Background: an optimization exercise with open tools, aiming at small area, a short achievable clock period and few clock cycles. Do not read the settings as production practice.

Setup of old:
## conv_top
module conv_top #(
  parameter int IMG_BITS = 6
) (
  input  logic                  clk,
  input  logic                  reset,
  input  logic                  ready,
  input  logic signed [19:0]    idata,
  output logic                  busy,
  output logic [2*IMG_BITS-1:0] iaddr,
  output logic                  cwr,
  output logic [2*IMG_BITS-1:0] caddr_wr,
  output logic signed [19:0]    cdata_wr
);
Size in the first run: ~2,500 cells after synthesis, about 720 flip-flops, about 69 I/O pins, about 37,000 µm² of cells after synthesis.
export LEC_CHECK = 0
export CAP_MARGIN = 20
export CORE_MARGIN = 2
export CORE_UTILIZATION = 40
export SLEW_MARGIN = 20
export SYNTH_HIERARCHICAL = 1
export SYNTH_MINIMUM_KEEP_SIZE = 0
create_clock -name core_clock -period 13.5 [get_ports {clk}]
standard.sh (not shown) runs the stock make flow with config.mk's settings and CLKGATE_MAP_FILE= SYNTH_SCRIPT=/design/flow/synth_recipe.tcl, a recipe that flattens the netlist after the stock synthesis.
==> flow/flow/run.sh <==
#!/bin/bash
# The standard layout, with post-cts and post-route timing repair aiming
# for setup slack well above what the 13.5 ns clock needs, so that the
# resizer also shortens paths the clock alone would leave slow.
set -euo pipefail
bash standard.sh SETUP_SLACK_MARGIN=9.6 finish > standard_make.log 2>&1
[inputs] new vs old
diff --git a/flow/design.v b/flow/design.v
--- a/flow/design.v
+++ b/flow/design.v
@@ -1957,27 +1957,29 @@
   conv_fa u_s1633 (.a(s1561), .b(c1560), .c(~q31_2), .s(s1633), .co(c1634));
   wire s1635, c1636;
   conv_fa u_s1635 (.a(s1563), .b(c1562), .c(~q32_2), .s(s1635), .co(c1636));
   wire s1637, c1638;
   conv_fa u_s1637 (.a(s1565), .b(c1564), .c(~q33_3), .s(s1637), .co(c1638));
   wire s1639, c1640;
   conv_fa u_s1639 (.a(s1567), .b(c1566), .c(~q34_2), .s(s1639), .co(c1640));
   wire s1641, c1642;
   conv_fa u_s1641 (.a(s1569), .b(c1568), .c(~q35_3), .s(s1641), .co(c1642));
   wire [35:0] ra = {s1641, s1639, s1637, s1635, s1633, s1631, s1629, s1627, s1625, s1623, s1621, s1619, s1617, s1615, s1613, s1611, s1609, s1607, s1605, s1603, s1601, s1599, s1597, s1595, s1593, s1591, s1589, s1587, s1585, s1583, s1581, s1579, s1577, ~s1575, ~s1573, s1571};
   wire [35:0] rb = {c1640, c1638, c1636, c1634, c1632, c1630, c1628, c1626, c1624, c1622, c1620, c1618, c1616, c1614, c1612, c1610, c1608, c1606, c1604, c1602, c1600, c1598, c1596, c1594, c1592, c1590, c1588, c1586, c1584, c1582, c1580, c1578, ~c1576, c1574, c1572, ~q0_3};
   wire [35:0] s = ra + rb;
+  logic [19:0] sum_q;
   always_ff @(posedge clk) begin
-    res <= s[35] ? 20'd0 : s[35:16];
+    sum_q <= s[35:16];
   end
+  assign res = sum_q[19] ? 20'd0 : sum_q;
 endmodule
 module conv_fa (
   input  logic a, b, c,
   output logic s, co
 );
   assign s  = a ^ b ^ c;
   assign co = (a & b) | (a & c) | (b & c);
 endmodule
 `timescale 1ns/1ps
 module conv_top #(
   parameter int IMG_BITS = 6
 ) (
@@ -2001,48 +2003,48 @@
   logic [6:0] rx;        
   logic [5:0] arow;      
   logic       start;
   logic       col_end;
   logic       pad;
   assign start   = ready && !busy;
   assign col_end = (ri == 4'(L - 1));
   assign pad     = rx[6] || (ri == 4'd0 && arow == 6'd63) || (col_end && arow == 6'd0);
   assign iaddr   = {arow, rx[5:0]};
   always_ff @(posedge clk or posedge reset) begin
     if (reset) begin
       rd_act   <= 1'b0;
-      rd_first <= 1'b0;
-      ri       <= '0;
-      rx       <= '0;
-      arow     <= '0;
-    end else if (start) begin
-      rd_act   <= 1'b1;
       rd_first <= 1'b1;
       ri       <= '0;
       rx       <= 7'd64;
       arow     <= 6'd63 - 6'(STRIP_ROWS);
-    end else if (rd_act) begin
-      if (!col_end) begin
-        ri   <= ri + 1'b1;
-        arow <= arow + 1'b1;
-      end else begin
-        ri <= '0;
-        if (!rx[6]) begin
-          rx   <= rx + 1'b1;
-          arow <= arow - 6'(L - 1);
+    end else begin
+      if (start) rd_act <= 1'b1;
+      if (rd_act) begin
+        if (!col_end) begin
+          ri   <= ri + 1'b1;
+          arow <= arow + 1'b1;
         end else begin
-          rx       <= '0;
-          arow     <= arow - 6'(L - 1) + 6'(STRIP_ROWS);
-          rd_first <= 1'b0;
-          if (!rd_first && arow == 6'd0) rd_act <= 1'b0;
+          ri <= '0;
+          if (!rx[6]) begin
+            rx   <= rx + 1'b1;
+            arow <= arow - 6'(L - 1);
+          end else if (!rd_first && arow == 6'd0) begin
+            rd_act   <= 1'b0;
+            rd_first <= 1'b1;
+            arow     <= arow - 6'(L - 1);
+          end else begin
+            rx       <= '0;
+            arow     <= arow - 6'(L - 1) + 6'(STRIP_ROWS);
+            rd_first <= 1'b0;
+          end
         end
       end
     end
   end
   logic rd_valid;
   assign rd_valid = rd_act && !rd_first && (ri >= 4'd2) && (rx != 7'd0);
   pixel_t sr [SR];
   always_ff @(posedge clk) begin
     sr[0] <= pad ? '0 : idata;
     for (int i = 1; i < SR; i++) sr[i] <= sr[i-1];
   end
   logic [20*SR-1:0] srv;
@@ -2058,26 +2060,25 @@
   always_ff @(posedge clk or posedge reset) begin
     if (reset) begin
       v1       <= 1'b0;
       v2       <= 1'b0;
       cwr      <= 1'b0;
       caddr_wr <= '0;
       busy     <= 1'b0;
     end else begin
       v1  <= rd_valid;
       v2  <= v1;
       cwr <= v2;
       if (start) begin
-        busy     <= 1'b1;
-        caddr_wr <= '0;
+        busy <= 1'b1;
       end else if (last_wr) begin
         busy <= 1'b0;
       end
       if (cwr) begin
         if (caddr_wr[8:6] != 3'd7) begin
           caddr_wr[11:6] <= caddr_wr[11:6] + 1'b1;
         end else if (caddr_wr[5:0] != 6'd63) begin
           caddr_wr[11:6] <= caddr_wr[11:6] - 6'd7;
           caddr_wr[5:0]  <= caddr_wr[5:0] + 1'b1;
         end else begin
           caddr_wr[11:6] <= caddr_wr[11:6] + 1'b1;
           caddr_wr[5:0]  <= '0;
Notes after the runs:
Compared with old, in new placer congestion estimate moved up, cell area reported after detailed placement did not really move, complex-gate fraction of the synthesized area went up. new completed; timing, DRC and antenna clean. new vs old — synthesized instance count climbed slightly. Start point of the critical path: u_mac.sum_q[19] -> new, u_mac.q20_1 -> old. new vs old, post-place setup slack went up by 0.62 ns. Compared old against new; first-pass GRT wire length within noise.
Function was not checked in any run of this note: the RTL went through the layout flow alone.

-- afterwards: timing with drivers on the ports --
In the flow no input, the clock included, has a driving cell. The finished layouts below were timed again as built, in two steps.
Step 1: set_driving_cell puts a clkbuf_16 on clk and a buf_2 on each other input, an assumption about the parent block.
Step 2, shift: input delay + t, output delay - t, t = (earliest + latest rising clock arrival at the registers) / 2. This alone moves slack from input paths to output paths.
a / b / c = ideal ports / drivers / drivers and shift; a / b = the first two.
run | t, ns | setup WS [ns] | latest minus earliest clock arrival (ns) | worst slew at a driven data input, ns | pins driven straight from the clock port
old | 0.699 | 9.314 / 9.314 / 9.307 | 0.034 / 0.034 | 0.04 | 1
new | 0.704 | 9.390 / 9.318 / 9.641 | 0.037 / 0.038 | 0.06 | 1
After both steps setup and hold are still met in every run listed. The setup slack of old, which loses most, moves by 0.000 ns with the drivers and by -0.007 ns with both steps.
